This design comes from an exercise in tuning for small area, a short achievable clock period and few clock cycles per item on the open sky130 flow, not from production work.
The RTL was checked by simulation tests, not by an equivalence proof against the original design.

Setup of run a:
==> flow/design.v (excerpt) <==
module hsl_color_interpolator (
  input  logic        clk,
  input  logic        rst_n,
  input  logic        start,
  output logic        busy,
  input  logic        in_op,
  input  logic [1:0]  in_slot,
  input  logic [11:0] in_start_red,
  input  logic [11:0] in_start_green,
  input  logic [11:0] in_start_blue,
  input  logic [11:0] in_end_red,
  input  logic [11:0] in_end_green,
  input  logic [11:0] in_end_blue,
  input  logic [11:0] in_t_frac,
  output logic        out_valid,
  output logic [1:0]  out_slot,
  output logic [11:0] out_red,
  output logic [11:0] out_green,
  output logic [11:0] out_blue,
  output logic        out_last
);
clock: 12.0 ns
lec_check: 0
cap_margin: 20
core_margin: 2
core_utilization: 55
setup_slack_margin: 5
slew_margin: 20
standard.sh (not shown) runs the stock make flow with config.mk's settings and CLKGATE_MAP_FILE= SYNTH_SCRIPT=/design/flow/synth_recipe.tcl, a recipe that flattens the netlist after the stock synthesis.
==> flow/flow/run.sh <==
#!/bin/bash
set -euo pipefail
bash standard.sh SETUP_SLACK_MARGIN=${MARGIN:-6.5} finish > standard_flow.log 2>&1
Testbench counts of run a, summed over its fixed seeds: cycles 3,659, items 2,976.
Edits applied to the flow inputs when going from run a to run b:
--- a/flow/design.v
+++ b/flow/design.v
@@ -51,17 +51,16 @@
       mul_r4 = mul_r4 + (24'(m) << (2*i));
     end
   endfunction
   logic        cv;
   logic        c_op;
   logic [1:0]  c_slot;
   logic [11:0] c_col [6];
   logic [5:0]  c_gt [2];
-  logic [11:0] c_t;
   logic [12:0] q_mem [QD];
   logic [1:0]  q_wr, q_rd;
   logic [1:0]  q_cnt;
   logic        q_push, q_pop;
   logic        h_op;
   logic [11:0] h_t;
   assign h_op = q_mem[q_rd][12];
   assign h_t  = q_mem[q_rd][11:0];
@@ -100,30 +99,30 @@
   assign in_col[2] = in_start_blue;
   assign in_col[3] = in_end_red;
   assign in_col[4] = in_end_green;
   assign in_col[5] = in_end_blue;
   always_ff @(posedge clk) begin
     if (rst_n && start && !busy) begin
       c_op   <= in_op;
       c_slot <= in_slot;
-      for (int i = 0; i < 6; i++) c_col[i] <= in_col[i];
+      c_col[0] <= in_op ? in_t_frac : in_col[0];
+      for (int i = 1; i < 6; i++) c_col[i] <= in_col[i];
       for (int c = 0; c < 2; c++) begin
         c_gt[c][0] <= in_col[3*c]   > in_col[3*c+1];
         c_gt[c][1] <= in_col[3*c+1] > in_col[3*c];
         c_gt[c][2] <= in_col[3*c]   > in_col[3*c+2];
         c_gt[c][3] <= in_col[3*c+2] > in_col[3*c];
         c_gt[c][4] <= in_col[3*c+1] > in_col[3*c+2];
         c_gt[c][5] <= in_col[3*c+2] > in_col[3*c+1];
       end
-      c_t <= in_t_frac;
     end
   end
   always_ff @(posedge clk) begin
-    if (q_push) q_mem[q_wr] <= {c_op, c_t};
+    if (q_push) q_mem[q_wr] <= {c_op, c_col[0]};
   end
   always_ff @(posedge clk) begin
     if (!rst_n) begin
       q_wr  <= '0;
       q_rd  <= '0;
       q_cnt <= '0;
     end else begin
       if (q_push) q_wr <= (q_wr == 2'(QD - 1)) ? 2'd0 : q_wr + 2'd1;
### Flow results
Delta (run b minus run a): global routing usage on met3 saw little to no change.
| minimum clock period | higher: run b |
A commonest non-fill, non-tap cell in the layout of inv_1 is what run a shows, while ha_1 belongs to run b.
Compared to run a, run b was floorplanned on a smaller die.
Re per-instance average area after synthesis: run a and run b aren't equal, and the lower value belongs to run b.
Global routing usage on met2: run b > run a
Sum of routed wire length over all layers in run b is 1.3 mm below run a.
Looking at fmax, run b sits about 1.7% lower than run a does.
The final reports for run b and run a show sequential cell area share lower in the former.
Taking run a as the reference, in run b worst setup slack down 0.094 ns; synthesized cell area down 0.52%.
Post-synthesis share of cell area spent on xor and xnor gates: run b vs run a, no meaningful difference
Testbench counts of run b, summed over its fixed seeds: cycles 3,659, items 2,976.


P:
hsl_color_interpolator, a different RTL version from the one above (not shown whole).
Size in the first run: about 8200 cells after synthesis, ~1100 flip-flops, about 130 I/O pins, ~0.082 mm^2 of cells after synthesis.
==> flow/config.mk <==
export PLATFORM = sky130hd
export DESIGN_NAME = hsl_color_interpolator
export DESIGN_NICKNAME = hsl_color_interpolator
export VERILOG_FILES = /design/flow/design.v
export SDC_FILE = /design/flow/constraint.sdc
export NUM_CORES = 4
export LEC_CHECK = 0
export CAP_MARGIN = 20
export CORE_MARGIN = 2
export CORE_UTILIZATION = 55
export SETUP_SLACK_MARGIN = 5
export SLEW_MARGIN = 20
==> flow/constraint.sdc <==
create_clock -name core_clock -period 12.0 [get_ports {clk}]
set_input_delay 2.4000 -clock core_clock [delete_from_list [all_inputs] [get_ports {clk}]]
set_output_delay 2.4000 -clock core_clock [all_outputs]
set_load 0.01 [all_outputs]
Scripts as last shown in full above: flow/flow/run.sh
Both conditions hold for P: the flow ran to the end and the final layout passed the timing, DRC and antenna checks.
Testbench counts of P, summed over its fixed seeds: cycles 3,703, items 2,976.
> inputs changed (P -> Q)
--- a/flow/design.v
+++ b/flow/design.v
@@ -24,12 +24,22 @@
   localparam int QD   = 3;           
   function automatic logic [11:0] div_fs(input logic [23:0] p);
     logic [12:0] sum;
     sum = {1'b0, p[11:0]} + {1'b0, p[23:12]} + 13'd1;
     div_fs = p[23:12] + {11'd0, sum[12]};
   endfunction
+  function automatic logic [11:0] add_ci(input logic [11:0] a, input logic [11:0] b, input logic ci);
+    logic [12:0] t;
+    t = {a, 1'b1} + {b, ci};
+    add_ci = t[12:1];
+  endfunction
+  function automatic logic fs_c(input logic [23:0] p);
+    logic [12:0] sum;
+    sum  = {1'b0, p[11:0]} + {1'b0, p[23:12]} + 13'd1;
+    fs_c = sum[12];
+  endfunction
   function automatic logic [23:0] mul_r4(input logic [11:0] a, input logic [13:0] a3,
                                          input logic [11:0] b);
     logic [13:0] m;
     mul_r4 = '0;
     for (int i = 0; i < 6; i++) begin
       unique case (b[2*i +: 2])
@@ -267,13 +277,13 @@
       logic [11:0] bp, bn;
       unique case (cs[c])
         2'd0:    begin bp = 12'd0;    bn = 12'd4094; end
         2'd1:    begin bp = 12'd1365; bn = 12'd1364; end
         default: begin bp = 12'd2730; bn = 12'd2729; end
       endcase
-      f_h[c] = cg[c] ? 12'd0 : (cn[c] ? bn : bp) + (qh[c] ^ {12{cn[c]}}) + {11'd0, cn[c]};
+      f_h[c] = cg[c] ? 12'd0 : add_ci(cn[c] ? bn : bp, qh[c] ^ {12{cn[c]}}, cn[c]);
       f_s[c] = cg[c] ? 12'd0 : qs[c];
     end
   end
   logic        w_sn, w_ln;
   logic [11:0] w_sm, w_lm;
   logic [12:0] w_ds, w_dl, w_ds_n, w_dl_n;
@@ -352,23 +362,21 @@
     wrap1 <= r_wrap;
     s01   <= t_s0[isk];
     sn1   <= t_sn[isk];
     l01   <= t_l0[isk];
     ln1   <= t_ln[isk];
   end
-  logic [11:0] qh1, qs1, ql1, hue1, s1n, l1n, hm0, hm1;
+  logic [11:0] qh1, hue1, s1n, l1n, hm0, hm1;
   logic [12:0] hd1;
   always_comb begin
     qh1 = div_fs({1'b0, ph1});
-    qs1 = div_fs(ps1);
-    ql1 = div_fs(pl1);
-    hd1 = {1'b0, hl1} + {1'b0, qh1 ^ {12{wrap1}}} + {12'd0, wrap1};
+    hd1 = 13'(({1'b0, hl1, 1'b1} + {1'b0, {1'b0, ph1[22:12]} ^ {12{wrap1}}, fs_c({1'b0, ph1}) ^ wrap1}) >> 1);
     hm1 = hl1 + ~qh1;
     hue1 = (wrap1 && !hd1[12]) ? hm1 : hd1[11:0];
-    s1n = s01 + (qs1 ^ {12{sn1}}) + {11'd0, sn1};
-    l1n = l01 + (ql1 ^ {12{ln1}}) + {11'd0, ln1};
+    s1n = add_ci(s01, ps1[23:12] ^ {12{sn1}}, fs_c(ps1) ^ sn1);
+    l1n = add_ci(l01, pl1[23:12] ^ {12{ln1}}, fs_c(pl1) ^ ln1);
   end
   logic        v2, tv2;
   logic [1:0]  k2;
   logic [11:0] h2, s2, l2;
   always_ff @(posedge clk) begin
     if (!rst_n) v2 <= 1'b0;
@@ -391,13 +399,13 @@
     unique case (sec2)
       3'd0:         c2 = 15'd0;
       3'd1, 3'd2:   c2 = 15'd8190;
       3'd3, 3'd4:   c2 = 15'd16380;
       default:      c2 = 15'd24570;
     endcase
-    zp2 = (sec2[0] ? c2 : y2) + ~(sec2[0] ? y2 : c2) + 15'd1;
+    zp2 = (sec2[0] ? c2 : y2) - (sec2[0] ? y2 : c2);
     f2  = zp2[11:0];
   end
   logic        v3, tv3;
   logic [1:0]  k3;
   logic [2:0]  sec3;
   logic [11:0] s3, l3, f3;
@@ -412,16 +420,15 @@
     s3   <= s2;
     l3   <= l2;
     f3   <= f2;
     sec3 <= sec2;
     pp3  <= l2 * s2;
   end
-  logic [11:0] p3, m3w;
+  logic [11:0] m3w;
   always_comb begin
-    p3  = div_fs(pp3);
-    m3w = l3[11] ? s3 - p3 : p3;
+    m3w = add_ci(l3[11] ? s3 : 12'd0, pp3[23:12] ^ {12{l3[11]}}, fs_c(pp3) ^ l3[11]);
   end
   logic        v4, tv4;
   logic [1:0]  k4;
   logic [2:0]  sec4;
   logic [11:0] f4, l4;
   logic [10:0] m4;
@@ -453,13 +460,13 @@
     hi5  <= l4 + {1'b0, m4};
     lo5  <= l4 - {1'b0, m4};
     pc5  <= m4 * f4;
   end
   logic [11:0] sl5, r5, g5, b5;
   always_comb begin
-    sl5 = lo5 + div_fs({pc5, 1'b0});
+    sl5 = add_ci(lo5, pc5[22:11], fs_c({pc5, 1'b0}));
     unique case (sec5)
       3'd0:    begin r5 = hi5; g5 = sl5; b5 = lo5; end
       3'd1:    begin r5 = sl5; g5 = hi5; b5 = lo5; end
       3'd2:    begin r5 = lo5; g5 = hi5; b5 = sl5; end
       3'd3:    begin r5 = lo5; g5 = sl5; b5 = hi5; end
       3'd4:    begin r5 = sl5; g5 = lo5; b5 = hi5; end
--- outcome ---
Max fraction of the core area covered by cells at the end of the flow across P and Q: P
Lower first-iteration DRC count among P and Q: Q
The run showing the smaller global routing usage summed across all routing layers is P.
| cell area after layout | Q vs P | ≈ equal |
Against P, Q comes in 1.7 points lower on share of the clock period used by the worst path.
In the route summary, Q ends up with a via count exceeding that of P.
Between P and Q, the inserted tap cell count is higher for Q.
Re synthesized-area fraction occupied by xor and xnor cells: P was higher than Q.
Against P, wire length reported by the detailed router in Q rose by a few percent.
Taking Q as 1.0, P lands at 1.12 on layout buffer count excluding clock buffers.
Testbench counts of Q, summed over its fixed seeds: cycles 3,703, items 2,976.

-- port drivers added, routing unchanged --
How much do the figures lean on ideal ports? The routed layouts below were timed once more, with nothing changed but the port constraints.
Step 1 assumes that a clkbuf_16 drives the clock port and a buf_2 every other input.
Step 2 also shifts input and output timing later by t, the mid clock arrival at the registers, as if the neighbouring blocks saw the same clock.
Slacks: ideal ports / drivers / drivers and shift; pairs: ideal ports / drivers.
run	t (ns)	setup slack, ns	clock arrival spread, ns
run a	0.824	6.588 / 6.588 / 6.588	0.044 / 0.045
run b	0.823	6.494 / 6.494 / 6.494	0.056 / 0.057
P	0.829	6.559 / 6.559 / 6.539	0.079 / 0.080
Q	0.835	6.768 / 6.768 / 6.707	0.038 / 0.038
After both steps every run listed still meets setup and hold. For Q, which loses most, drivers alone change the setup slack by 0.000 ns; drivers and shift together by -0.061 ns.
